From an optimization exercise on the open Yosys and OpenROAD flow, aimed at small area, a short achievable clock period and few clock cycles per item; shortcuts taken in it are not production practice.
Function was checked by simulation only, so behaviour that the tests miss may differ from the original.

## flow/design.v (module list and top-level ports; edited modules follow where they fit)
// module mandel_iter_pipe: 78 lines
// module mandel_step: 1523 lines
module mandel_iter_pipe #(
    parameter int WIDTH  = 16,
    parameter int FRAC   = 13,
    parameter int ITER_W = 8,
    parameter int STAGES = 4
) (
    input  logic              Clk,
    input  logic              Reset,
    input  logic              in_valid,
    output logic              in_ready,
    input  logic [WIDTH-1:0]  in_x,
    input  logic [WIDTH-1:0]  in_y,
    input  logic [WIDTH-1:0]  in_c1,
    input  logic [WIDTH-1:0]  in_c2,
    input  logic [ITER_W-1:0] in_div,
    input  logic              in_done,
    input  logic [ITER_W-1:0] max_iter,
    output logic              out_valid,
    input  logic              out_ready,
    output logic [WIDTH-1:0]  out_x,
    output logic [WIDTH-1:0]  out_y,
    output logic [WIDTH-1:0]  out_c1,
    output logic [WIDTH-1:0]  out_c2,
    output logic [ITER_W-1:0] out_div,
    output logic              out_done
);
  // ...
==> flow/flow/run.sh <==
#!/bin/bash
set -euo pipefail
MARGIN=${MARGIN:-7}
R=orfs/results/sky130hd/mandel_iter_pipe/base
bash standard.sh SETUP_SLACK_MARGIN=$MARGIN synth > standard_synth.log 2>&1
python3 flow/polarity.py $R/1_2_yosys.v $R/1_2_yosys_pol.v "$FLOW_HOME/platforms/sky130hd/lib/sky130_fd_sc_hd__tt_025C_1v80.lib" > polarity.log 2>&1
mv $R/1_2_yosys_pol.v $R/1_2_yosys.v
rm -f $R/1_synth.odb $R/1_synth.sdc
bash standard.sh SETUP_SLACK_MARGIN=$MARGIN finish > standard_make.log 2>&1
==> flow/flow/polarity.py <==
#!/usr/bin/env python3
"""Remove inverters from a Yosys sky130 netlist without changing its logic or its registers.

Every inverter is taken out, and each signal is then given the polarity that needs the fewest
new inverters and the least area: a full adder (self-dual: complementing its three inputs
complements both outputs) may be used on complemented signals, and a single-output gate may
be swapped for the gate computing the complement of its output (and2 <-> nand2, a21o <->
a21oi, ...). One inverter is then added per signal that some load still needs complemented.
Flip-flops, ports and the nets driving ports keep their polarity. Usage: polarity.py IN.v OUT.v"""
import re
import sys
from collections import defaultdict

OUT_PINS = {"X", "Y", "Q", "Q_N", "SUM", "COUT", "HI", "LO", "GCLK"}
CELL_RE = re.compile(r"^  (sky130_fd_sc_hd__\w+) (\S+)\s+\($")
PIN_RE = re.compile(r"^    \.(\w+)\((.*)\),?$")
P = "sky130_fd_sc_hd__"
INV_AREA = 3.7536
# complementary single-output families: (positive, inverted); both keep the input pins
PAIRS = [("and2", "nand2"), ("or2", "nor2"), ("xor2", "xnor2"), ("and3", "nand3"),
         ("or3", "nor3"), ("and4", "nand4"), ("or4", "nor4"), ("a21o", "a21oi"),
         ("o21a", "o21ai"), ("a22o", "a22oi"), ("o22a", "o22ai"), ("a211o", "a211oi"),
         ("o211a", "o211ai"), ("a31o", "a31oi"), ("o31a", "o31ai"), ("a32o", "a32oi"),
         ("a41o", "a41oi"), ("a221o", "a221oi"), ("o221a", "o221ai"), ("a311o", "a311oi"),
         ("o311a", "o311ai"), ("a2111o", "a2111oi"), ("o2111a", "o2111ai"),
         ("and2b", "nand2b"), ("or2b", "nor2b"), ("and3b", "nand3b"), ("or3b", "nor3b"),
         ("and4b", "nand4b"), ("or4b", "nor4b"), ("a21bo", "a21boi"), ("o21ba", "o21bai"),
         ("a2bb2o", "a2bb2oi"), ("o2bb2a", "o2bb2ai"), ("buf", "inv"), ("mux2", "mux2i"),
         ("xor3", "xnor3")]


def lib_areas(lib):
    txt = open(lib).read()
    areas = {}
    for m in re.finditer(r'cell \("sky130_fd_sc_hd__(\w+)"\) \{(.*?)\n        area : ([\d.]+);', txt, re.S):
        areas[m.group(1)] = float(m.group(3))
    return areas


def main(src, dst, lib):
    areas = lib_areas(lib)
    fam_of = {}
    comp = {}
    for a, b in PAIRS:
        fam_of[a] = (a, b)
        fam_of[b] = (a, b)

    def smallest(fam):
        c = [(areas[n], n) for n in areas if re.fullmatch(fam + r"_\d+", n)]
        return min(c)[1] if c else None

    lines = open(src).read().split("\n")
    cells, head, tail = [], [], []
    i = 0
    while i < len(lines):
        m = CELL_RE.match(lines[i])
        if m:
            pins = []
            i += 1
            while lines[i] != "  );":
                pm = PIN_RE.match(lines[i])
                assert pm, lines[i]
                pins.append([pm.group(1), pm.group(2).strip()])
                i += 1
            cells.append([m.group(1), m.group(2), pins])
        elif cells:
            tail.append(lines[i])
        else:
            head.append(lines[i])
        i += 1
    assert not any("assign" in l for l in tail + head), "assign statements not handled"
    assert not any(P in l for l in tail), "unparsed cell"
    ports_out = set()
    for l in head:
        m = re.match(r"^  output (\[(\d+):(\d+)\] )?(\S+);$", l)
        if m:
            if m.group(1):
                for b in range(int(m.group(3)), int(m.group(2)) + 1):
                    ports_out.add(f"{m.group(4)}[{b}]")
            else:
                ports_out.add(m.group(4))

    def ctype(ci):
        return cells[ci][0][len(P):]

    def family(ci):
        return re.sub(r"_\d+$", "", ctype(ci))

    # removable inverters: all but those driving an output port
    inv_in = {}
    removable = set()
    for ci, c in enumerate(cells):
        if family(ci) in ("inv", "clkinv"):
            d = dict(c[2])
            if d["Y"] not in ports_out:
                inv_in[d["Y"]] = d["A"]
                removable.add(ci)

    def base(n):
        f = 0
        while n in inv_in:
            n = inv_in[n]
            f ^= 1
        return n, f

    driver = {}
    for ci, c in enumerate(cells):
        if ci in removable:
            continue
        for p, n in c[2]:
            if p in OUT_PINS:
                driver[n] = ci
    is_fa = [family(ci) == "fa" for ci in range(len(cells))]
    # swappable single-output drivers (not driving a port)
    swap = {}
    for ci in range(len(cells)):
        if ci in removable:
            continue
        fam = family(ci)
        if fam in fam_of:
            outs = [n for p, n in cells[ci][2] if p in OUT_PINS]
            if len(outs) == 1 and outs[0] not in ports_out:
                pos, neg = fam_of[fam]
                sp, sn = smallest(pos), smallest(neg)
                if sp and sn:
                    cur_neg = fam == neg
                    # area of the driver if its output is the cell's current function (0) or
                    # the complement (1)
                    a_cur = areas[ctype(ci)]
                    a_cmp = areas[sp if cur_neg else sn]
                    swap[outs[0]] = (ci, a_cur, a_cmp)

    sink_base, sink_e, sink_cell = [], [], []
    net_sinks = defaultdict(list)
    for ci, c in enumerate(cells):
        if ci in removable:
            continue
        for pi, (p, n) in enumerate(c[2]):
            if p in OUT_PINS:
                continue
            b, f = base(n)
            s = len(sink_base)
            sink_base.append(b)
            sink_e.append(f)
            sink_cell.append((ci, pi))
            net_sinks[b].append(s)
    # nets feeding output ports directly count as sinks that want the net itself
    port_sinks = defaultdict(int)
    for n in ports_out:
        b, f = base(n)
        if b != n:
            # the port is driven by a kept inverter chain; nothing to do
            pass
    flip = [0] * len(cells)
    n1 = defaultdict(int)
    ntot = defaultdict(int)
    for s, b in enumerate(sink_base):
        n1[b] += sink_e[s]
        ntot[b] += 1

    def ph_fixed(b):
        ci = driver.get(b)
        if ci is not None and is_fa[ci]:
            return flip[ci]
        return 0

    def cost(b):
        if b in swap:
            _, a0, a1 = swap[b]
            return min(a0 + (INV_AREA if n1[b] > 0 else 0.0),
                       a1 + (INV_AREA if n1[b] < ntot[b] else 0.0))
        ph = ph_fixed(b)
        bad = n1[b] > 0 if ph == 0 else n1[b] < ntot[b]
        return INV_AREA if bad else 0.0

    fa_in = defaultdict(list)
    for s, (ci, pi) in enumerate(sink_cell):
        if is_fa[ci]:
            fa_in[ci].append(s)
    fa_out = {ci: [n for p, n in cells[ci][2] if p in ("SUM", "COUT")]
              for ci in range(len(cells)) if is_fa[ci]}

    def apply(ci):
        for s in fa_in[ci]:
            n1[sink_base[s]] += 1 - 2 * sink_e[s]
            sink_e[s] ^= 1
        flip[ci] ^= 1

    def delta(ci):
        nets = {sink_base[s] for s in fa_in[ci]} | set(fa_out[ci])
        c0 = sum(cost(b) for b in nets)
        apply(ci)
        c1 = sum(cost(b) for b in nets)
        apply(ci)
        return c1 - c0

    allnets = set(n1) | set(swap)
    before = sum(cost(b) for b in allnets)
    fas = [ci for ci in range(len(cells)) if is_fa[ci] and not set(fa_out[ci]) & ports_out]
    for it in range(30):
        moved = 0
        for ci in fas:
            if delta(ci) < -1e-9:
                apply(ci)
                moved += 1
        if not moved:
            break
    after = sum(cost(b) for b in allnets)
    # physical polarity of every net
    ph = {}
    nswap = 0
    for b in allnets:
        if b in swap:
            _, a0, a1 = swap[b]
            c0 = a0 + (INV_AREA if n1[b] > 0 else 0.0)
            c1 = a1 + (INV_AREA if n1[b] < ntot[b] else 0.0)
            ph[b] = 1 if c1 < c0 - 1e-9 else 0
        else:
            ph[b] = ph_fixed(b)
    for b, p in ph.items():
        if p and b in swap:
            ci = swap[b][0]
            fam = family(ci)
            pos, neg = fam_of[fam]
            new = smallest(pos if fam == neg else neg)
            outpin = "Y" if fam == pos else "X"
            if fam in ("xor3", "xnor3"):
                outpin = "X"
            cells[ci][0] = P + new
            cells[ci][2] = [[outpin if pp in OUT_PINS else pp, nn] for pp, nn in cells[ci][2]]
            nswap += 1
    newinv = {}
    out_cells = []
    k = 0
    for s in range(len(sink_base)):
        b = sink_base[s]
        ci, pi = sink_cell[s]
        need = sink_e[s] ^ ph.get(b, 0)
        if need and b not in newinv:
            nn = f"_polinv_{k}_"
            newinv[b] = nn
            out_cells.append([P + "inv_1", f"_polinv_cell_{k}_", [["A", b], ["Y", nn]]])
            k += 1
        cells[ci][2][pi][1] = newinv[b] if need else b
    for ci, c in enumerate(cells):
        if ci not in removable:
            out_cells.append(c)
    decl = [f"  wire {nn};" for nn in newinv.values()]
    body = []
    for c in out_cells:
        body.append(f"  {c[0]} {c[1]} (" if not c[1].startswith("\\") else f"  {c[0]} {c[1]}  (")
        body.append(",\n".join(f"    .{p}({n} )" if n.startswith("\\") else f"    .{p}({n})"
                                for p, n in c[2]))
        body.append("  );")
    open(dst, "w").write("\n".join(head + decl + body + tail))
    sys.stderr.write(f"polarity: {len(fas)} full adders, {sum(flip)} complemented, {nswap} gates "
                     f"swapped; inverters {len(removable)} -> {k}; area of the choices "
                     f"{before:.0f} -> {after:.0f} um2\n")


if __name__ == "__main__":
    main(sys.argv[1], sys.argv[2], sys.argv[3])
==> flow/standard.sh <==
#!/bin/bash
# synth_recipe.tcl (not shown) runs the flow's synth.tcl, then flattens the netlist and writes it again
# the make line also repeats each setting of config.mk as NAME=value (left out here)
make -C /OpenROAD-flow-scripts/flow DESIGN_CONFIG=/design/flow/config.mk WORK_HOME=/design/flow/orfs CLKGATE_MAP_FILE= SYNTH_SCRIPT=/design/flow/synth_recipe.tcl "${@:-finish}"
==> flow/config.mk <==
export PLATFORM = sky130hd
export DESIGN_NAME = mandel_iter_pipe
export DESIGN_NICKNAME = mandel_iter_pipe
export VERILOG_FILES = /design/flow/design.v
export SDC_FILE = /design/flow/constraint.sdc
export NUM_CORES = 4
export LEC_CHECK = 0
export CAP_MARGIN = 20
export CORE_MARGIN = 2
export CORE_UTILIZATION = 40
export SLEW_MARGIN = 20
==> flow/constraint.sdc <==
create_clock -name core_clock -period 14.0 [get_ports {Clk}]
set_input_delay 2.8000 -clock core_clock [delete_from_list [all_inputs] [get_ports {Clk}]]
set_output_delay 2.8000 -clock core_clock [all_outputs]
set_load 0.01 [all_outputs]
==> insert_results.sql, run 1 <==
INSERT INTO impl_metrics (metric_group, metric, value, unit) VALUES
('critical_path', 'worstSetupStartpoint', 'b_q[3][62]', ''),
('clocking', 'cts_root_buf', 'sky130_fd_sc_hd__clkbuf_16', ''),
('worst_hold_path', 'min-delay-path-class', 'reg2reg', ''),
('detailed_routing', 'm1WireLength', '87.4', 'mm'),
('layout', 'clkCellAreaFrac', '2.09', '%'),
('layout', 'seqAreaFraction', '13.0', '%'),
('clocking', 'cts.sink_count', '370', ''),
('detailed_routing', 'dr_wl_met3', '16.6', 'mm'),
('critical_path', 'crit-reg2reg-capture', 'b_q[4][70]', ''),
('outcome', 'result_of_the_run', 'complete, no violations', ''),
('sta', 'fin_crit', '7.35', 'ns'),
('grt', 'grt_pass1_vias', '57000', ''),
('placement', 'place.detailed.instances', '9126', ''),
('placement', 'place.detailed.hpwl', '158', 'mm'),
('floorplanning', 'taps', '2355', ''),
('layout', 'mostFrequentLayoutCells', '1,214 x sky130_fd_sc_hd__fa_1, 787 x sky130_fd_sc_hd__inv_1, 647 x sky130_fd_sc_hd__nand2_1, 526 x sky130_fd_sc_hd__ha_1, 391 x sky130_fd_sc_hd__xnor2_1', ''),
('critical_path', 'crit_path_max_incr_delay', '0.57', 'ns'),
('worst_hold_path', 'worstHoldStart', 'b_q[1][40]', ''),
('layout', 'layout.cells.most_common', 'sky130_fd_sc_hd__fa_1', ''),
('layout', 'diodes', '1', ''),
('layout', 'largest_reg_flops', '365', ''),
('clocking', 'clock_latency', '0.68', 'ns'),
('sta', 'setup_total_negative_slack', '0', 'ns'),
('layout', 'n_all_inverters', '854', ''),
('layout', 'stdcell_area', '0.0850', 'mm^2'),
('grt', 'wire_length_of_the_first_global_routing_pass', '345', 'mm'),
('layout', 'largest-register', 'b_q', ''),
('detailed_routing', 'antenna_violating_nets_post_route', '0', ''),
('flow_run', 'timing.max_cap.violations', '0', ''),
('layout', 'n_sequential_cell', '370', ''),
('grt', 'number_of_antenna_violations_at_the_first_check_in_global_routing', '7', ''),
('layout', 'final_cell_count_no_fill', '9610', ''),
('floorplanning', 'fp.dieH', '427', 'um'),
('grt', 'global_routing_met3_resource_utilization', '3.77', '%'),
('floorplanning', 'initial_core_util', '40.2', '%'),
('placement', 'place_congestion', '0.906', '');
Testbench counts, summed over its fixed seeds: cycles 3,240, items 3,200.
==> run 2: changes to the inputs <==
--- a/flow/flow/run.sh
+++ b/flow/flow/run.sh
@@ -1,6 +1,6 @@
 #!/bin/bash
 set -euo pipefail
-MARGIN=${MARGIN:-7}
+MARGIN=${MARGIN:-6.25}
 R=orfs/results/sky130hd/mandel_iter_pipe/base
 bash standard.sh SETUP_SLACK_MARGIN=$MARGIN synth > standard_synth.log 2>&1
 python3 flow/polarity.py $R/1_2_yosys.v $R/1_2_yosys_pol.v "$FLOW_HOME/platforms/sky130hd/lib/sky130_fd_sc_hd__tt_025C_1v80.lib" > polarity.log 2>&1
==> insert_results.sql, run 2 <==
INSERT INTO impl_metrics (metric_group, metric, value, unit) VALUES
('outcome', 'result_of_the_run', 'complete, no violations', ''),
('placement', 'place.detailed.instances', '9139', ''),
('critical_path', 'crit_path_max_incr_delay', '0.63', 'ns'),
('detailed_routing', 'detail_route.iter0.violations', '3798', ''),
('floorplanning', 'core-area', '0.178', 'mm^2'),
('yosys', 'syn_avg_cell_area', '10.4', 'um^2'),
('layout', 'fillcell_total', '16700', ''),
('worst_hold_path', 'min-delay-path-class', 'reg2reg', ''),
('sta', 'min_period_over_period', '54.0', '%'),
('critical_path', 'crit_path_start_kind', 'flop', ''),
('clocking', 'cts.sink_count', '370', ''),
('detailed_routing', 'antenna_violating_nets_post_route', '0', ''),
('floorplanning', 'dieArea', '0.182', 'mm^2'),
('detailed_routing', 'routedWlPerCell', '23.0', 'um'),
('sta', 'fin_crit', '7.57', 'ns'),
('sta', 'finalMaxSlewViolations', '0', ''),
('layout', 'post_route_cells_drive_above_1_share', '7.93', '%'),
('placement', 'place_ws', '4.74', 'ns'),
('placement', 'place.detailed.hpwl', '158', 'mm'),
('grt', 'grt_start_max_net_pins', '145', ''),
('layout', 'areaGrowthSynthToFinish', '11.3', '%'),
('detailed_routing', 'route.final.wire_length', '215', 'mm'),
('critical_path', 'critPathCaptureType', 'flop', ''),
('detailed_routing', 'vias', '51400', ''),
('critical_path', 'cp.buffers_inverters', '7', ''),
('floorplanning', 'placementRows', '155', ''),
('grt', 'wire_length_of_the_first_global_routing_pass', '330', 'mm'),
('floorplanning', 'io_pins', '160', ''),
('floorplanning', 'initial_core_util', '40.2', '%'),
('layout', 'final_net_count', '8953', ''),
('detailed_routing', 'detail_route.first_pass.iterations', '6', ''),
('yosys', 'synth.cell_area', '0.0715', 'mm^2'),
('yosys', 'mappedNetlistNets', '8879', ''),
('clocking', 'cts_root_buf', 'sky130_fd_sc_hd__clkbuf_16', ''),
('detailed_routing', 'drcViolationCount', '0', ''),
('floorplanning', 'die_x', '427', 'um'),
('sta', 'rsz0062_at_grt', 'true', ''),
('sta', 'final_worst_clock_skew', '0.0340', 'ns'),
('sta', 'setup-violations-final', '0', ''),
('sta', 'timing.final.ws_setup', '6.43', 'ns'),
('critical_path', 'worst_path_dominant_cell_family', 'adder cells', ''),
('floorplanning', 'fp.dieH', '427', 'um'),
('sta', 'timing_hold_violations_final', '0', ''),
('layout', 'final_cell_count_no_fill', '9364', ''),
('critical_path', 'top_fanout_value_on_the_critical_path', '34', ''),
('placement', 'port_buffer_count', '159', ''),
('clocking', 'ctsHoldBuffers', '0', ''),
('critical_path', 'crit_top_cell', 'sky130_fd_sc_hd__fa_1', ''),
('clocking', 'ctsLongestPathBuffers', '3', ''),
('layout', 'largest-register', 'b_q', ''),
('grt', 'globalRouteTotalUtil', '23.6', '%'),
('layout', 'layout.cells.most_common', 'sky130_fd_sc_hd__fa_1', ''),
('critical_path', 'crit_required', '14.42', 'ns'),
('placement', 'place_congestion', '0.918', ''),
('sta', 'setup_total_negative_slack', '0', 'ns'),
('yosys', 'syn-instance-count', '6894', ''),
('sta', 'worst_slew_pin_slew', '1.01', 'ns'),
('critical_path', 'path_class', 'reg2reg', ''),
('sta', 'fmax', '132', 'MHz'),
('yosys', 'synth-warning-count', '6', ''),
('sta', 'slew_headroom', '32.9', '%'),
('layout', 'largest_registers', 'b_q: 365 flops, v_q: 5 flops', ''),
('layout', 'largest_reg_flops', '365', ''),
('clocking', 'cts_inserted_buffers', '50', ''),
('grt', 'grt_pass1_vias', '55600', ''),
('grt', 'number_of_antenna_violations_at_the_first_check_in_global_routing', '7', ''),
('critical_path', 'arrival', '7.99', 'ns'),
('clocking', 'clkSlewWorstSetupHoldPaths', '0.07', 'ns'),
('grt', 'grt_overflow', '0', ''),
('clocking', 'cts_htree_levels', '2', ''),
('clocking', 'tritoncts', 'yes', ''),
('detailed_routing', 'vias_per_cell', '5.49', ''),
('clocking', 'clock_latency', '0.68', 'ns'),
('layout', 'final_util', '44.7', '%'),
('critical_path', 'critPathSlowestCell', 'sky130_fd_sc_hd__fa_2', ''),
('flow_run', 'timing.max_cap.violations', '0', ''),
('layout', 'mostFrequentLayoutCells', '1,299 x sky130_fd_sc_hd__fa_1, 811 x sky130_fd_sc_hd__inv_1, 659 x sky130_fd_sc_hd__nand2_1, 570 x sky130_fd_sc_hd__ha_1, 396 x sky130_fd_sc_hd__xnor2_1', '');
## run 2: area by class of cell
type | count | area (um^2) | area share (%)
diodes | 2 | 5.00 | 0.00629
clock buffers | 54 | 1270 | 1.59
clock inverters | 37 | 398 | 0.500
inverters | 846 | 3310 | 4.16
multi-input cells | 5268 | 56100 | 70.5
flip-flops and latches | 370 | 11100 | 13.9
well taps | 2355 | 2950 | 3.70
repair buffers | 429 | 4480 | 5.63
repair inverters | 3 | 21.3 | 0.0267
## run 2: worst register-to-register path: stages, from the launching register on
cell                         delay [ns]
sky130_fd_sc_hd__edfxtp_1          0.35
sky130_fd_sc_hd__buf_6             0.33
sky130_fd_sc_hd__nand2_1           0.14
sky130_fd_sc_hd__fa_1              0.49
sky130_fd_sc_hd__fa_1              0.46
sky130_fd_sc_hd__fa_1              0.51
sky130_fd_sc_hd__fa_2              0.63
sky130_fd_sc_hd__fa_2              0.49
sky130_fd_sc_hd__fa_1              0.53
sky130_fd_sc_hd__inv_1             0.04
sky130_fd_sc_hd__ha_1              0.29
sky130_fd_sc_hd__nand4_1           0.13
sky130_fd_sc_hd__nor3_2            0.22
sky130_fd_sc_hd__o2111ai_1         0.13
sky130_fd_sc_hd__o211ai_1          0.53
sky130_fd_sc_hd__mux2_2            0.26
sky130_fd_sc_hd__o21ai_0           0.10
sky130_fd_sc_hd__or3_1             0.41
sky130_fd_sc_hd__mux2_2            0.30
sky130_fd_sc_hd__inv_4             0.07
sky130_fd_sc_hd__and2_0            0.13
sky130_fd_sc_hd__inv_2             0.10
sky130_fd_sc_hd__inv_1             0.11
sky130_fd_sc_hd__clkinvlp_4        0.10
sky130_fd_sc_hd__buf_12            0.15
sky130_fd_sc_hd__mux2_1            0.32
## run 2: per-stage QoR
step	area [um^2]	hold WS, ns
floorplan	71500	0.426
global placement	75600	0.438
detailed placement	75600	0.445
CTS	78400	0.467
global route	79600	0.481
finish	79600	0.456
## run 2: what timing repair did
item / in CTS / in global routing
gates cloned: 7 / 11
endpoints found under the setup margin: 162 / 133
endpoints found under the hold margin: 0 / 0
gates resized for setup: 122 / 140
pin swaps: 8 / 26
buffers inserted: 60 / 54
## run 2: metal layers
metal	routed length [um]	part of all wire (%)	GRT usage, %
met3	13100	6.1	3.14
met4	11100	5.2	10.8
met1	83800	39	29.1
met5	57	0.026	0
met2	107000	50	40.9
## run 2: path summary, 6_finish.rpt
path / start / end / slack [ns] / cells past startpoint
worst max-delay path: b_q[1][67] / b_q[2][57] / 6.43 / 25
worst min-delay path: v_q[3] / v_q[4] / 0.46 / 1
worst max register to register: b_q[1][67] / b_q[2][57] / 6.43 / 25
worst min register to register: v_q[3] / v_q[4] / 0.46 / 1
max in group asynchronous: Reset / v_q[1] / 11.52 / 2
min in group asynchronous: Reset / v_q[4] / 2.31 / 2
==> run 3: changes to the inputs <==
--- a/flow/flow/run.sh
+++ b/flow/flow/run.sh
@@ -1,6 +1,6 @@
 #!/bin/bash
 set -euo pipefail
-MARGIN=${MARGIN:-6.25}
+MARGIN=${MARGIN:-7.5}
 R=orfs/results/sky130hd/mandel_iter_pipe/base
 bash standard.sh SETUP_SLACK_MARGIN=$MARGIN synth > standard_synth.log 2>&1
 python3 flow/polarity.py $R/1_2_yosys.v $R/1_2_yosys_pol.v "$FLOW_HOME/platforms/sky130hd/lib/sky130_fd_sc_hd__tt_025C_1v80.lib" > polarity.log 2>&1
--- a/flow/config.mk
+++ b/flow/config.mk
@@ -5,6 +5,7 @@
 export SDC_FILE = /design/flow/constraint.sdc
 export NUM_CORES = 4
 export LEC_CHECK = 0
+export ABC_AREA = 1
 export CAP_MARGIN = 20
 export CORE_MARGIN = 2
 export CORE_UTILIZATION = 40
==> insert_results.sql, run 3 <==
INSERT INTO impl_metrics (metric_group, metric, value, unit) VALUES
('outcome', 'result_of_the_run', 'complete, no violations', ''),
('layout', 'largest_registers', 'b_q: 365 flops, v_q: 5 flops', ''),
('layout', 'stdcell_area', '0.0910', 'mm^2'),
('detailed_routing', 'route.final.wire_length', '285', 'mm'),
('detailed_routing', 'vias', '65100', ''),
('grt', 'globalRouteTotalUtil', '29.0', '%'),
('placement', 'place.detailed.instances', '11100', ''),
('sta', 'rsz0062_at_grt', 'true', ''),
('placement', 'place.detailed.hpwl', '214', 'mm'),
('sta', 'setup-violations-final', '0', ''),
('clocking', 'clock_latency', '0.72', 'ns'),
('layout', 'final_cell_count_no_fill', '11700', ''),
('sta', 'timing_hold_violations_final', '0', ''),
('floorplanning', 'placementRows', '160', ''),
('floorplanning', 'io_pins', '160', ''),
('sta', 'final_worst_clock_skew', '0.0747', 'ns'),
('critical_path', 'worst_r2r_path_depth', '37', ''),
('clocking', 'tritoncts', 'yes', ''),
('grt', 'grt_pass1_vias', '67100', ''),
('layout', 'largest_reg_flops', '365', ''),
('yosys', 'synth.cell_area', '0.0766', 'mm^2'),
('critical_path', 'crit_required', '14.43', 'ns'),
('sta', 'finalMaxSlewViolations', '0', ''),
('worst_hold_path', 'min-delay-path-class', 'reg2reg', ''),
('yosys', 'syn-instance-count', '8757', ''),
('grt', 'grt_start_max_net_pins', '157', ''),
('critical_path', 'reg2reg_setup_slack', '6.99', 'ns'),
('critical_path', 'crit-reg2reg-capture', 'b_q[3][70]', ''),
('clocking', 'ctsHoldBuffers', '0', ''),
('grt', 'number_of_antenna_violations_at_the_first_check_in_global_routing', '9', ''),
('sta', 'fin_crit', '7.01', 'ns'),
('clocking', 'cts_htree_levels', '2', ''),
('sta', 'setup_total_negative_slack', '0', 'ns'),
('floorplanning', 'core-area', '0.190', 'mm^2'),
('placement', 'detailed_place.area', '0.0806', 'mm^2'),
('detailed_routing', 'routedWlPerCell', '24.3', 'um'),
('sta', 'slew_headroom', '23.1', '%'),
('critical_path', 'top_fanout_value_on_the_critical_path', '23', ''),
('layout', 'final_net_count', '11100', ''),
('clocking', 'cts_inserted_buffers', '49', ''),
('layout', 'layout.cells.most_common', 'sky130_fd_sc_hd__nand2_1', ''),
('layout', 'post_route_cells_drive_above_1_share', '16.1', '%'),
('critical_path', 'crit_top_cell', 'sky130_fd_sc_hd__nand2_2', ''),
('layout', 'final_util', '47.9', '%'),
('detailed_routing', 'drcViolationCount', '0', ''),
('clocking', 'cts_root_buf', 'sky130_fd_sc_hd__clkbuf_16', ''),
('critical_path', 'r2r_start', 'b_q[2][42]', ''),
('yosys', 'syn_avg_cell_area', '8.74', 'um^2'),
('critical_path', 'critPathCaptureType', 'flop', ''),
('critical_path', 'cp.buffers_inverters', '14', ''),
('critical_path', 'worst_path_dominant_cell_family', 'adder cells', ''),
('critical_path', 'crit_path_start_kind', 'flop', ''),
('floorplanning', 'die_x', '442', 'um'),
('critical_path', 'crit_path_max_incr_delay', '0.60', 'ns'),
('layout', 'largest-register', 'b_q', ''),
('detailed_routing', 'detail_route.first_pass.iterations', '8', ''),
('sta', 'min_period_over_period', '50.1', '%'),
('grt', 'grt_overflow', '0', ''),
('layout', 'areaGrowthSynthToFinish', '18.9', '%'),
('detailed_routing', 'vias_per_cell', '5.56', ''),
('clocking', 'ctsLongestPathBuffers', '3', ''),
('critical_path', 'path_class', 'reg2reg', ''),
('yosys', 'synth-warning-count', '6', ''),
('detailed_routing', 'antenna_violating_nets_post_route', '0', ''),
('critical_path', 'worst_setup_path_endpoint', 'b_q[3][70]', ''),
('placement', 'place_congestion', '0.987', ''),
('sta', 'worst_slew_pin_slew', '1.15', 'ns'),
('floorplanning', 'initial_core_util', '40.3', '%'),
('floorplanning', 'dieArea', '0.195', 'mm^2'),
('detailed_routing', 'detail_route.iter0.violations', '5846', ''),
('critical_path', 'worstSetupPathDepth', '37', ''),
('critical_path', 'arrival', '7.45', 'ns'),
('floorplanning', 'fp.dieH', '442', 'um'),
('flow_run', 'timing.max_cap.violations', '0', ''),
('layout', 'fillcell_total', '18200', ''),
('placement', 'port_buffer_count', '159', ''),
('clocking', 'cts.sink_count', '370', ''),
('grt', 'wire_length_of_the_first_global_routing_pass', '422', 'mm'),
('critical_path', 'critPathSlowestCell', 'sky130_fd_sc_hd__fa_1', ''),
('sta', 'fmax', '143', 'MHz'),
('yosys', 'mappedNetlistNets', '10700', ''),
('clocking', 'clkSlewWorstSetupHoldPaths', '0.07', 'ns'),
('critical_path', 'worstSetupStartpoint', 'b_q[2][42]', ''),
('layout', 'mostFrequentLayoutCells', '1,590 x sky130_fd_sc_hd__nand2_1, 1,163 x sky130_fd_sc_hd__fa_1, 1,111 x sky130_fd_sc_hd__inv_1, 508 x sky130_fd_sc_hd__ha_1, 428 x sky130_fd_sc_hd__buf_4', '');
run 3: timing repair:
action / in CTS / in global routing
pin swaps: 203 / 257
setup endpoints to repair: 165 / 165
gates cloned: 33 / 7
endpoints found under the hold margin: 0 / 0
resized for setup: 698 / 499
buffers inserted: 335 / 121
run 3: per-layer routing:
metal | global-route usage (%) | up-vias | wire, um
met2 | 47.4 | 2984 | 134000
met3 | 4.67 | 667 | 22000
met5 | 0 | - | 26
met4 | 15.0 | 4 | 17800
met1 | 36.9 | 32600 | 111000
li1 | - | 28800 | -
run 3: through the flow:
step           hold slack (ns)  setup WS (ns)
3_3_place_gp             0.431           5.03
2_1_floorplan            0.420           6.88
3_5_place_dp             0.438           4.95
5_1_grt                  0.459           6.78
6_report                 0.450           6.99
4_1_cts                  0.453           7.09
run 3: area by class of cell:
type / count / area [um^2] / share of cell area [%]
clock inverter: 33 / 388 / 0.426
multi-input combinational: 6744 / 62400 / 68.6
timing repair inverter: 9 / 68.8 / 0.0756
sequential: 370 / 11100 / 12.2
antenna: 5 / 12.5 / 0.0137
inverter: 1246 / 5090 / 5.60
timing repair buffer: 737 / 7550 / 8.29
clock buffer: 58 / 1280 / 1.41
tap: 2511 / 3140 / 3.45
run 3: how the worst min path moves through the flow:
stage | slack [ns] | end | from | cells after the start
finish | 0.45 | b_q[2][18] | b_q[1][18] | 0
global route | 0.46 | b_q[2][18] | b_q[1][18] | 0
CTS | 0.45 | b_q[2][18] | b_q[1][18] | 0
detailed placement | 0.44 | b_q[2][18] | b_q[1][18] | 0
global placement | 0.43 | v_q[4] | v_q[3] | 2
floorplan | 0.42 | v_q[4] | v_q[3] | 2
==> run 4: changes to the inputs <==
--- a/flow/flow/run.sh
+++ b/flow/flow/run.sh
@@ -1,6 +1,6 @@
 #!/bin/bash
 set -euo pipefail
-MARGIN=${MARGIN:-7.5}
+MARGIN=${MARGIN:-7}
 R=orfs/results/sky130hd/mandel_iter_pipe/base
 bash standard.sh SETUP_SLACK_MARGIN=$MARGIN synth > standard_synth.log 2>&1
 python3 flow/polarity.py $R/1_2_yosys.v $R/1_2_yosys_pol.v "$FLOW_HOME/platforms/sky130hd/lib/sky130_fd_sc_hd__tt_025C_1v80.lib" > polarity.log 2>&1
==> insert_results.sql, run 4 <==
INSERT INTO impl_metrics (metric_group, metric, value, unit) VALUES
('sta', 'finalMaxSlewViolations', '0', ''),
('critical_path', 'top_fanout_value_on_the_critical_path', '5', ''),
('sta', 'min_period_over_period', '50.5', '%'),
('clocking', 'cts_inserted_buffers', '51', ''),
('clocking', 'cts_root_buf', 'sky130_fd_sc_hd__clkbuf_16', ''),
('floorplanning', 'core-area', '0.190', 'mm^2'),
('grt', 'grt_start_max_net_pins', '68', ''),
('critical_path', 'arrival', '7.50', 'ns'),
('layout', 'final_cell_count_no_fill', '11600', ''),
('grt', 'grt_overflow', '0', ''),
('clocking', 'ctsHoldBuffers', '0', ''),
('floorplanning', 'dieArea', '0.195', 'mm^2'),
('placement', 'place_ws', '4.61', 'ns'),
('grt', 'global_route.peak_usage_layer', 'met2', ''),
('sta', 'slew_headroom', '20.5', '%'),
('critical_path', 'crit_required', '14.43', 'ns'),
('grt', 'groute.layer.met1.usage', '35.6', '%'),
('layout', 'largest_registers', 'b_q: 365 flops, v_q: 5 flops', ''),
('placement', 'place.detailed.hpwl', '210', 'mm'),
('clocking', 'clkSlewWorstSetupHoldPaths', '0.07', 'ns'),
('yosys', 'synth-warning-count', '6', ''),
('layout', 'largest_reg_flops', '365', ''),
('flow_run', 'timing.max_cap.violations', '0', ''),
('worst_hold_path', 'min-delay-path-class', 'reg2reg', ''),
('layout', 'layout.cells.most_common', 'sky130_fd_sc_hd__nand2_1', ''),
('sta', 'timing_hold_violations_final', '0', ''),
('yosys', 'syn-instance-count', '8757', ''),
('detailed_routing', 'detail_route.first_pass.iterations', '6', ''),
('floorplanning', 'initial_core_util', '40.3', '%'),
('sta', 'worst_slew_pin_slew', '1.18', 'ns'),
('placement', 'place.detailed.instances', '11100', ''),
('sta', 'hold_ws', '0.448', 'ns'),
('yosys', 'synth.cell_area', '0.0766', 'mm^2'),
('yosys', 'mappedNetlistNets', '10700', ''),
('placement', 'port_buffer_count', '159', ''),
('sta', 'setup_total_negative_slack', '0', 'ns'),
('grt', 'wire_length_of_the_first_global_routing_pass', '414', 'mm'),
('layout', 'final_net_count', '11100', ''),
('yosys', 'syn_avg_cell_area', '8.74', 'um^2'),
('floorplanning', 'placementRows', '160', ''),
('detailed_routing', 'routedWlPerCell', '23.8', 'um'),
('placement', 'detailed_place.area', '0.0805', 'mm^2'),
('layout', 'post_route_cells_drive_above_1_share', '13.6', '%'),
('outcome', 'result_of_the_run', 'complete, no violations', ''),
('detailed_routing', 'drcViolationCount', '0', ''),
('grt', 'global_routing_met3_resource_utilization', '5.30', '%'),
('placement', 'place_congestion', '0.964', ''),
('detailed_routing', 'route.final.wire_length', '277', 'mm'),
('layout', 'stdcell_area', '0.0888', 'mm^2'),
('floorplanning', 'io_pins', '160', ''),
('grt', 'number_of_antenna_violations_at_the_first_check_in_global_routing', '13', ''),
('layout', 'register_area', '0.0111', 'mm^2'),
('grt', 'globalRouteTotalUtil', '28.1', '%'),
('critical_path', 'path_class', 'reg2reg', ''),
('layout', 'multi_input_area', '0.0615', 'mm^2'),
('detailed_routing', 'antenna_violating_nets_post_route', '0', ''),
('critical_path', 'crit_path_start_kind', 'flop', ''),
('detailed_routing', 'vias', '64700', ''),
('critical_path', 'critPathSlowestCell', 'sky130_fd_sc_hd__fa_1', ''),
('layout', 'final_util', '46.7', '%'),
('sta', 'fmax', '141', 'MHz'),
('floorplanning', 'die_x', '442', 'um'),
('sta', 'timing.final.ws_setup', '6.93', 'ns'),
('critical_path', 'crit_top_cell', 'sky130_fd_sc_hd__nand2_2', ''),
('clocking', 'ctsLongestPathBuffers', '3', ''),
('critical_path', 'critPathCaptureType', 'flop', ''),
('layout', 'largest-register', 'b_q', ''),
('clocking', 'cts.sink_count', '370', ''),
('sta', 'final_worst_clock_skew', '0.0271', 'ns'),
('floorplanning', 'fp.dieH', '442', 'um'),
('detailed_routing', 'vias_per_cell', '5.56', ''),
('grt', 'grt_util_met2', '45.7', '%'),
('clocking', 'tritoncts', 'yes', ''),
('grt', 'grt_pass1_vias', '66400', ''),
('clocking', 'clock_latency', '0.70', 'ns'),
('layout', 'mostFrequentLayoutCells', '1,625 x sky130_fd_sc_hd__nand2_1, 1,211 x sky130_fd_sc_hd__fa_1, 1,125 x sky130_fd_sc_hd__inv_1, 513 x sky130_fd_sc_hd__ha_1, 407 x sky130_fd_sc_hd__buf_4', ''),
('sta', 'rsz0062_at_grt', 'true', ''),
('clocking', 'cts_htree_levels', '2', ''),
('layout', 'areaGrowthSynthToFinish', '16.0', '%'),
('sta', 'fin_crit', '7.07', 'ns'),
('sta', 'setup-violations-final', '0', ''),
('detailed_routing', 'detail_route.iter0.violations', '6194', ''),
('layout', 'fillcell_total', '18300', ''),
('critical_path', 'crit_path_max_incr_delay', '0.60', 'ns');
run 4: cell count changes in the layout (fill, tap and decap cells not counted), moves of 14 or more:
cell / previous run / this run
sky130_fd_sc_hd__buf_12: 63 / 37
sky130_fd_sc_hd__buf_4: 428 / 407
sky130_fd_sc_hd__buf_6: 49 / 30
sky130_fd_sc_hd__fa_1: 1163 / 1211
sky130_fd_sc_hd__fa_2: 153 / 105
sky130_fd_sc_hd__ha_4: 64 / 49
sky130_fd_sc_hd__inv_1: 1111 / 1125
sky130_fd_sc_hd__nand2_1: 1590 / 1625
sky130_fd_sc_hd__nand2_4: 70 / 33
sky130_fd_sc_hd__o21ai_0: 208 / 234
sky130_fd_sc_hd__o21ai_2: 51 / 31
run 4: area by class of cell:
| type | count | area share (%) |
|---|---|---|
| inverter | 1246 | 5.67 |
| antenna | 4 | 0.0113 |
| tap | 2511 | 3.54 |
| timing repair buffer | 658 | 7.01 |
| timing repair inverter | 12 | 0.0986 |
| multi-input combinational | 6746 | 69.2 |
| clock inverter | 36 | 0.444 |
| sequential | 370 | 12.5 |
| clock buffer | 58 | 1.51 |
run 4: worst paths after layout:
check                           slack, ns  depth (start not counted)          to       start
worst max register to register       6.93                         37  b_q[3][71]  b_q[2][58]
min in group asynchronous            2.33                          2      v_q[0]       Reset
max in group asynchronous           11.49                          2      v_q[3]       Reset
worst min-delay path                 0.45                          2      v_q[4]      v_q[3]
worst min register to register       0.45                          2      v_q[4]      v_q[3]
worst max-delay path                 6.93                         37  b_q[3][71]  b_q[2][58]
run 4: metal layers:
layer  part of all wire [%]  routed length (um)
met1                     39              107000
met2                     46              128000
met3                    8.4               23200
met4                    6.5               17900
met5                  0.031                  87
run 4: what timing repair did:
item	CTS	global route
endpoints found under the setup margin	165	160
pin swaps	140	206
gates cloned	16	13
buffers inserted	270	126
gates resized for setup	389	478
run 4: worst max-delay path, delay by kind of cell, from the launching register on:
family                   cells  cell delay [ns]
flip-flops                   1             0.42
buffers and inverters       14             1.41
adder cells (fa/ha/maj)      8             3.54
AND/OR/NAND/NOR             14             1.29
AO/OA/AOI/OAI                1             0.13
==> run 5: changes to the inputs <==
--- a/flow/flow/run.sh
+++ b/flow/flow/run.sh
@@ -1,6 +1,6 @@
 #!/bin/bash
 set -euo pipefail
-MARGIN=${MARGIN:-7}
+MARGIN=${MARGIN:-6.5}
 R=orfs/results/sky130hd/mandel_iter_pipe/base
 bash standard.sh SETUP_SLACK_MARGIN=$MARGIN synth > standard_synth.log 2>&1
 python3 flow/polarity.py $R/1_2_yosys.v $R/1_2_yosys_pol.v "$FLOW_HOME/platforms/sky130hd/lib/sky130_fd_sc_hd__tt_025C_1v80.lib" > polarity.log 2>&1
--- a/flow/config.mk
+++ b/flow/config.mk
@@ -5,8 +5,8 @@
 export SDC_FILE = /design/flow/constraint.sdc
 export NUM_CORES = 4
 export LEC_CHECK = 0
-export ABC_AREA = 1
 export CAP_MARGIN = 20
 export CORE_MARGIN = 2
 export CORE_UTILIZATION = 40
 export SLEW_MARGIN = 20
+export TNS_END_PERCENT = 10
==> insert_results.sql, run 5 <==
INSERT INTO impl_metrics (metric_group, metric, value, unit) VALUES
('detailed_routing', 'met2_wire_len', '108', 'mm'),
('placement', 'place_ws', '4.74', 'ns'),
('clocking', 'cts.sink_count', '370', ''),
('placement', 'port_buffer_count', '159', ''),
('sta', 'final_worst_clock_skew', '0.0291', 'ns'),
('grt', 'wire_length_of_the_first_global_routing_pass', '334', 'mm'),
('detailed_routing', 'antenna_violating_nets_post_route', '0', ''),
('critical_path', 'crit_top_cell', 'sky130_fd_sc_hd__fa_1', ''),
('floorplanning', 'core-area', '0.178', 'mm^2'),
('critical_path', 'worst_setup_path_endpoint', 'b_q[3][0]', ''),
('layout', 'final_cell_count_no_fill', '9415', ''),
('floorplanning', 'dieArea', '0.182', 'mm^2'),
('floorplanning', 'placementRows', '155', ''),
('sta', 'slew_headroom', '39.2', '%'),
('layout', 'largest-register', 'b_q', ''),
('detailed_routing', 'detail_route.first_pass.iterations', '6', ''),
('detailed_routing', 'm1WireLength', '84.8', 'mm'),
('layout', 'register_area', '0.0111', 'mm^2'),
('sta', 'timing_hold_violations_final', '0', ''),
('critical_path', 'worst_r2r_path_depth', '22', ''),
('critical_path', 'critPathSlowestCell', 'sky130_fd_sc_hd__fa_1', ''),
('yosys', 'mappedNetlistNets', '8879', ''),
('layout', 'fillcell_total', '16700', ''),
('critical_path', 'crit-reg2reg-capture', 'b_q[3][0]', ''),
('sta', 'setup-violations-final', '0', ''),
('sta', 'worst_slew_pin_slew', '0.912', 'ns'),
('critical_path', 'worstSetupStartpoint', 'b_q[2][48]', ''),
('outcome', 'result_of_the_run', 'complete, no violations', ''),
('detailed_routing', 'detail_route.iter0.violations', '3899', ''),
('layout', 'multi_input_area', '0.0564', 'mm^2'),
('critical_path', 'crit_required', '14.41', 'ns'),
('clocking', 'clkSlewWorstSetupHoldPaths', '0.06', 'ns'),
('sta', 'fmax', '136', 'MHz'),
('clocking', 'ctsLongestPathBuffers', '3', '');
-- run 5: layout make-up --
class	instances	area share, %
inverters	846	4.11
flip-flops and latches	370	13.7
repair inverters	2	0.0202
well taps	2355	3.65
diodes	2	0.00621
multi-input cells	5269	69.9
clock buffers	54	1.57
clock inverters	37	0.493
repair buffers	480	6.48
-- run 5: how the worst min path moves through the flow --
stage,from,end,slack [ns],cells after the start
floorplan,b_q[0][18],b_q[1][18],0.43,0
global placement,b_q[2][13],b_q[3][13],0.44,0
detailed placement,b_q[0][18],b_q[1][18],0.44,0
CTS,b_q[2][13],b_q[3][13],0.47,0
global route,v_q[3],v_q[4],0.48,1
finish,v_q[3],v_q[4],0.46,1
-- run 5: worst max-delay path, delay by kind of cell, from the launching register on --
kind,cells,cell delay (ns)
XOR/XNOR,1,0.23
AO/OA/AOI/OAI,8,1.54
flip-flops,1,0.44
adder cells (fa/ha/maj),6,2.77
AND/OR/NAND/NOR,2,0.99
buffers and inverters,5,1.10
-- run 5: routing by layer --
| metal | global-route usage (%) | up-vias |
|---|---|---|
| li1 | - | 22700 |
| met5 | 0 | - |
| met4 | 11.2 | 8 |
| met3 | 3.33 | 450 |
| met1 | 29.4 | 26900 |
| met2 | 41.2 | 1861 |
-- run 5: what timing repair did --
item | CTS | global route
hold buffers | 0 | 0
setup endpoints to repair | 164 | 144
resized for setup | 188 | 186
pin swaps | 20 | 56
gates cloned | 12 | 14
setup buffers | 87 | 70

-- separate check: timing with driven ports --
The flow's constraints put no driver on any port. The routed layouts listed below were extracted and timed again, unchanged, in two steps.
Step 1 assumes that a clkbuf_16 drives the clock port and a buf_2 every other input.
Step 2, shift: input delay + t, output delay - t, t = (earliest + latest rising clock arrival at the registers) / 2. This alone moves slack from input paths to output paths.
Three values: ideal ports, drivers, drivers and shift; two values: the first two.
run	t, ns	setup WS [ns]	latest minus earliest clock arrival (ns)	worst register clock-pin slew, ns
run 1	0.747	6.649 / 6.649 / 6.649	0.036 / 0.036	0.07 / 0.07
run 2	0.743	6.433 / 6.428 / 6.428	0.034 / 0.034	0.07 / 0.07
run 3	0.776	6.987 / 6.987 / 6.987	0.076 / 0.076	0.08 / 0.08
run 4	0.768	6.927 / 6.927 / 6.927	0.036 / 0.035	0.08 / 0.08
run 5	0.750	6.627 / 6.620 / 6.620	0.031 / 0.031	0.07 / 0.07
After both steps every run listed still meets setup and hold. For run 5, which loses most, drivers alone change the setup slack by -0.007 ns; drivers and shift together by -0.007 ns.
